Source: an optimization exercise on an open RTL-to-GDS flow (aim: small area). Production flows keep margins and buffers that such runs may drop.
At most, simulation tests tie the RTL to the original design; equivalence was not proved.
Power and IR drop assume default switching activity.

== job 101 ==
// fft_dit_top
module fft_dit_top (
   input  logic        clk,
   input  logic        rst_n,
   input  logic [23:0] in_x,
   input  logic        in_nd,
   output logic [23:0] out_x,
   output logic        out_nd,
   output logic        overflow
);
Size: about 950 cells after synthesis, roughly 450 flip-flops, ~0.013 sq mm of cells after synthesis.
export LEC_CHECK = 0
export CAP_MARGIN = 20
export CORE_MARGIN = 2
export CORE_UTILIZATION = 40
export SLEW_MARGIN = 20
create_clock -name core_clock -period 10.0 [get_ports {clk}]
standard.sh (not shown) runs the stock make flow with config.mk's settings and CLKGATE_MAP_FILE= SYNTH_SCRIPT=/design/flow/synth_recipe.tcl, a recipe that flattens the netlist after the stock synthesis.
==> flow/flow/run.sh <==
#!/bin/bash
# Standard layout with a lighter clock tree and smaller port buffers:
# no dummy clock loads, mid-size clock buffers and bigger sink clusters.
set -euo pipefail
export CTS_ARGS="-sink_clustering_enable -repair_clock_nets -dont_use_dummy_load -buf_list {sky130_fd_sc_hd__clkbuf_4 sky130_fd_sc_hd__clkbuf_8} -sink_clustering_size 20 -sink_clustering_max_diameter 80"
export BUFFER_PORTS_ARGS="-buffer_cell sky130_fd_sc_hd__buf_1"
bash standard.sh > standard.log 2>&1
Job 101 finished every stage and its layout cleared the timing, DRC and antenna checks.
Setup changes, job 101 to job 102
--- a/flow/flow/run.sh
+++ b/flow/flow/run.sh
@@ -5 +5 @@
-export CTS_ARGS="-sink_clustering_enable -repair_clock_nets -dont_use_dummy_load -buf_list {sky130_fd_sc_hd__clkbuf_4 sky130_fd_sc_hd__clkbuf_8} -sink_clustering_size 20 -sink_clustering_max_diameter 80"
+export CTS_ARGS="-sink_clustering_enable -repair_clock_nets -dont_use_dummy_load -buf_list {sky130_fd_sc_hd__clkbuf_4 sky130_fd_sc_hd__clkbuf_8} -sink_clustering_size 16 -sink_clustering_max_diameter 60"
==> results.txt <==
Between job 102 and job 101, the difference in register-to-register slack is negligible.
Delta (job 102 minus job 101): async set-or-reset flop fraction in the synthesized netlist comparable; number of iterations in the first detailed-routing pass did not really move; global-route usage did not really move; routed wire length held.
No functional check of the RTL was part of any run of this note.

========
The RTL this note starts from:
==> flow/design.v <==
`timescale 1ns/1ps
`default_nettype none
module fft_seq (
   input  logic clk,
   input  logic rst_n,
   input  logic in_nd,
   output logic ld,
   output logic cap,
   output logic mac,
   output logic first,
   output logic use_a,
   output logic use_b,
   output logic neg_a,
   output logic shift,
   output logic w1,
   output logic w2,
   output logic out_nd,
   output logic overflow
);
   localparam logic [2:0] S_IDLE = 3'd0;
   localparam logic [2:0] S_LOAD = 3'd1;
   localparam logic [2:0] S_CAP  = 3'd2;
   localparam logic [2:0] S_W1   = 3'd3;
   localparam logic [2:0] S_W2   = 3'd4;
   localparam logic [2:0] S_OUT  = 3'd5;
   localparam logic [10:0] C946  = 11'd946;
   localparam logic [10:0] C724  = 11'd724;
   localparam logic [10:0] C392  = 11'd392;
   localparam logic [10:0] C1024 = 11'd1024;
   logic [3:0]  ph;           
   logic [2:0]  state;
   logic [4:0]  bf;           
   logic [3:0]  j;            
   logic        h;            
   logic [1:0]  stg;
   logic [2:0]  m, k;
   logic [3:0]  sl, sh, tgt;
   logic        hit;
   assign stg = bf[4:3];
   assign m   = bf[2:0];
   always_comb
   begin
      case (stg)
         2'd0:    begin sl = {1'b0, m};            sh = {1'b1, m};            k = 3'd0; end
         2'd1:    begin sl = {m[2], 1'b0, m[1:0]}; sh = {m[2], 1'b1, m[1:0]}; k = {m[2], 2'b00}; end
         2'd2:    begin sl = {m[2:1], 1'b0, m[0]}; sh = {m[2:1], 1'b1, m[0]}; k = {m[1], m[2], 1'b0}; end
         default: begin sl = {m, 1'b0};            sh = {m, 1'b1};            k = {m[0], m[1], m[2]}; end
      endcase
      if (state == S_W1)
         tgt = sl;
      else if (state == S_OUT)
         tgt = {bf[0], bf[1], bf[2], bf[3]};
      else
         tgt = sh;
   end
   assign hit = (ph == tgt);
   logic [10:0] cmag, smag;
   logic [3:0]  jstart;
   always_comb
   begin
      case (k)
         3'd0:       begin cmag = C1024; smag = 11'd0; jstart = 4'd10; end
         3'd4:       begin cmag = 11'd0; smag = C1024; jstart = 4'd10; end
         3'd1, 3'd7: begin cmag = C946;  smag = C392;  jstart = 4'd1;  end
         3'd3, 3'd5: begin cmag = C392;  smag = C946;  jstart = 4'd1;  end
         default:    begin cmag = C724;  smag = C724;  jstart = 4'd2;  end
      endcase
   end
   logic cj, sj, both, last_step;
   assign cj    = cmag[j];
   assign sj    = smag[j];
   assign both  = cj & sj;
   assign use_a = cj & ~(both & h);
   assign use_b = sj & ~(both & ~h);
   assign neg_a = k[2] & (k[1] | k[0]);
   assign shift     = (j != 4'd10) & ~(both & ~h);
   assign last_step = (j == 4'd10) | ((j == 4'd9) & ~(both & ~h));
   logic ready;
   assign ready  = (state == S_IDLE) || ((state == S_OUT) && hit && (bf[3:0] == 4'd15));
   assign ld     = in_nd && (ready || (state == S_LOAD));
   assign w1     = (state == S_W1) && hit && !mac;
   assign w2     = (state == S_W2) && hit;
   assign cap    = ((state == S_CAP) && hit) || w1;
   assign out_nd = (state == S_OUT) && hit;
   always_ff @(posedge clk)
   begin
      if ((state == S_CAP) && hit)
      begin
         first <= 1'b1;
         j     <= jstart;
         h     <= 1'b0;
      end
      else if (mac)
      begin
         first <= 1'b0;
         if (both & ~h)
            h <= 1'b1;
         else
         begin
            h <= 1'b0;
            j <= j + 4'd1;
         end
      end
   end
   always_ff @(posedge clk or negedge rst_n)
   begin
      if (!rst_n)
      begin
         state    <= S_IDLE;
         ph       <= '0;
         bf       <= '0;
         mac      <= 1'b0;
         overflow <= 1'b0;
      end
      else
      begin
         ph <= (ready && in_nd) ? 4'd1 : ph + 4'd1;
         if (in_nd && !(ready || (state == S_LOAD)))
            overflow <= 1'b1;
         if ((state == S_CAP) && hit)
            mac <= 1'b1;
         else if (mac && last_step)
            mac <= 1'b0;
         case (state)
            S_IDLE:
               if (in_nd)
                  state <= S_LOAD;
            S_LOAD:
               if (ph == 4'd15)
                  state <= S_CAP;
            S_CAP:
               if (hit)
                  state <= S_W1;
            S_W1:
               if (w1)
                  state <= S_W2;
            S_W2:
               if (hit)
               begin
                  bf    <= bf + 5'd1;
                  state <= (bf == 5'd31) ? S_OUT : S_CAP;
               end
            S_OUT:
               if (hit)
               begin
                  bf <= {1'b0, bf[3:0] + 4'd1};
                  if (bf[3:0] == 4'd15)
                     state <= in_nd ? S_LOAD : S_IDLE;
               end
            default:
               state <= S_IDLE;
         endcase
      end
   end
endmodule
`default_nettype wire
`timescale 1ns/1ps
`default_nettype none
module fft_bf_unit (
   input  logic        clk,
   input  logic        cap,      
   input  logic        mac,      
   input  logic        first,    
   input  logic        use_a,    
   input  logic        use_b,    
   input  logic        neg_a,    
   input  logic        shift,    
   input  logic        w1,
   input  logic        w2,
   input  logic [23:0] r0,
   output logic [23:0] wr_data
);
   logic [23:0] bq;
   logic [13:0] p_re, p_im;
   logic        f_re, f_im;
   logic [13:0] y_re, y_im, x_re, x_im, s_re, s_im;
   logic        neg_re, neg_im, g_re, g_im, zx, cin;
   logic [13:0] b_re, b_im, a_re, a_im;
   assign b_re = {{2{bq[11]}}, bq[11:0]};
   assign b_im = {{2{bq[23]}}, bq[23:12]};
   assign a_re = {{2{r0[11]}}, r0[11:0]};
   assign a_im = {{2{r0[23]}}, r0[23:12]};
   always_comb
   begin
      y_re   = '0;
      y_im   = '0;
      neg_re = 1'b0;
      neg_im = 1'b0;
      if (mac && use_a)
      begin
         y_re   = b_re;
         y_im   = b_im;
         neg_re = neg_a;
         neg_im = neg_a;
      end
      else if (mac && use_b)
      begin
         y_re   = b_im;
         y_im   = b_re;
         neg_im = 1'b1;
      end
      else if (w1)
      begin
         y_re = a_re;
         y_im = a_im;
      end
      else if (w2)
      begin
         y_re   = {bq[11], bq[11:0], 1'b0};
         y_im   = {bq[23], bq[23:12], 1'b0};
         neg_re = 1'b1;
         neg_im = 1'b1;
      end
   end
   assign zx   = mac & first;
   assign cin  = w2;
   assign g_re = (f_re & ~zx) ^ neg_re;
   assign g_im = (f_im & ~zx) ^ neg_im;
   assign x_re = (p_re & {14{~zx}}) ^ {14{g_re}};
   assign x_im = (p_im & {14{~zx}}) ^ {14{g_im}};
   logic [14:0] c_re, c_im;
   assign c_re[0] = cin;
   assign c_im[0] = cin;
   for (genvar i = 0; i < 14; i++)
   begin : g_add
      assign s_re[i]   = x_re[i] ^ y_re[i] ^ c_re[i];
      assign c_re[i+1] = (x_re[i] & y_re[i]) | (c_re[i] & (x_re[i] ^ y_re[i]));
      assign s_im[i]   = x_im[i] ^ y_im[i] ^ c_im[i];
      assign c_im[i+1] = (x_im[i] & y_im[i]) | (c_im[i] & (x_im[i] ^ y_im[i]));
   end
   always_ff @(posedge clk)
   begin
      p_re <= (mac && shift) ? {s_re[13], s_re[13:1]} : s_re;
      p_im <= (mac && shift) ? {s_im[13], s_im[13:1]} : s_im;
      f_re <= mac & neg_re;
      f_im <= mac & neg_im;
      if (cap)
         bq <= r0;
   end
   assign wr_data = {s_im[12:1], s_re[12:1]};
endmodule
`default_nettype wire
`timescale 1ns/1ps
`default_nettype none
module fft_ring (
   input  logic        clk,
   input  logic        ld,
   input  logic        wr,
   input  logic [23:0] in_x,
   input  logic [23:0] wr_data,
   output logic [23:0] r0
);
   logic [23:0] r [16];
   always_ff @(posedge clk)
   begin
      for (int i = 0; i < 15; i++)
         r[i] <= r[i+1];
      if (ld)
         r[15] <= in_x;
      else if (wr)
         r[15] <= wr_data;
      else
         r[15] <= r[0];
   end
   assign r0 = r[0];
endmodule
`default_nettype wire
`timescale 1ns/1ps
`default_nettype none
module fft_dit_top (
   input  logic        clk,
   input  logic        rst_n,
   input  logic [23:0] in_x,
   input  logic        in_nd,
   output logic [23:0] out_x,
   output logic        out_nd,
   output logic        overflow
);
   logic        ld, cap, mac, first, use_a, use_b, neg_a, shift, w1, w2;
   logic [23:0] r0, wr_data;
   fft_seq u_seq (
      .clk, .rst_n, .in_nd, .ld, .cap, .mac, .first, .use_a, .use_b, .neg_a,
      .shift, .w1, .w2, .out_nd, .overflow
   );
   fft_bf_unit u_bf (
      .clk, .cap, .mac, .first, .use_a, .use_b, .neg_a, .shift, .w1, .w2,
      .r0, .wr_data
   );
   fft_ring u_ring (
      .clk, .ld, .wr (w1 | w2), .in_x, .wr_data, .r0
   );
   assign out_x = r0;
endmodule
`default_nettype wire
clock: 10.0 ns
lec_check: 0
cap_margin: 20
core_margin: 2
core_utilization: 40
slew_margin: 20
==> flow/flow/run.sh <==
#!/bin/bash
# Standard layout with a lighter clock tree and smaller port buffers:
# no dummy clock loads, mid-size clock buffers and bigger sink clusters.
set -euo pipefail
export CTS_ARGS="-sink_clustering_enable -repair_clock_nets -dont_use_dummy_load -buf_list {sky130_fd_sc_hd__clkbuf_4 sky130_fd_sc_hd__clkbuf_8} -sink_clustering_size 20 -sink_clustering_max_diameter 80"
export BUFFER_PORTS_ARGS="-buffer_cell sky130_fd_sc_hd__buf_1"
bash standard.sh > standard.log 2>&1
Then changed:
==> flow/run.sh (new file) <==
#!/bin/bash
# synth_recipe.tcl (not shown) runs the flow's synth.tcl, then flattens the netlist and writes it again
# the make line also repeats each setting of config.mk as NAME=value (left out here)
make -C /OpenROAD-flow-scripts/flow DESIGN_CONFIG=/design/flow/config.mk WORK_HOME=/design/flow/orfs CLKGATE_MAP_FILE= SYNTH_SCRIPT=/design/flow/synth_recipe.tcl finish
removed: flow/flow/run.sh
removed: flow/standard.sh
- synthesized cell count does not change
- setup slack is worse by 0.070 ns
- worst hold slack is better by 0.016 ns
- total power grows by 34%
- die area stays the same
- critical path depth stays the same
- synthesized area does not change
- clock skew fell by 0.060 ns
Then changed:
CTS_BUF_LIST = sky130_fd_sc_hd__clkbuf_4   (was unset)
The new run finished clean.
Die area is unchanged.
Setup slack is worse by 0.074 ns.
Synthesized area stays the same.
Sequential power is about the same.
Clock skew is higher by 0.040 ns.
Design area came out lower by 0.78%.
Hold slack gets worse by 0.029 ns.
Non-clock buffer count stays the same.
Clock-buffer cell count rose by 100.
Utilization goes down by 0.37 points.

-- afterwards: timing with drivers on the ports --
No port has a modelled driver above. Below, the same layouts with a new extraction and two added sets of constraints. Step 1, drivers: a clkbuf_16 drives clk and a buf_2 each remaining input, both assumed. Step 2 moves the port delays by t, midway between the first and last clock arrival at a register: inputs arrive t later, outputs are due t later. That takes back most of the time a late clock gives input paths. Three values: no drivers, after step 1, after step 2; two values: the first two.
| run | t, ns | setup slack, ns | worst hold slack (ns) |
|---|---|---|---|
| job 101 | 0.613 | 0.623 / 0.623 / 0.623 | 0.274 / 0.274 / 0.274 |
| job 102 | 0.549 | 0.626 / 0.626 / 0.626 | 0.286 / 0.286 / 0.286 |
| the first run of note 2 | 0.619 | 1.235 / 1.235 / 1.235 | 0.296 / 0.296 / 0.296 |
| the second run of note 2 | 0.589 | 1.164 / 1.164 / 1.164 | 0.312 / 0.312 / 0.312 |
| the third run of note 2 | 0.781 | 1.091 / 1.091 / 1.091 | 0.283 / 0.283 / 0.283 |
After both steps every run listed still meets setup and hold.
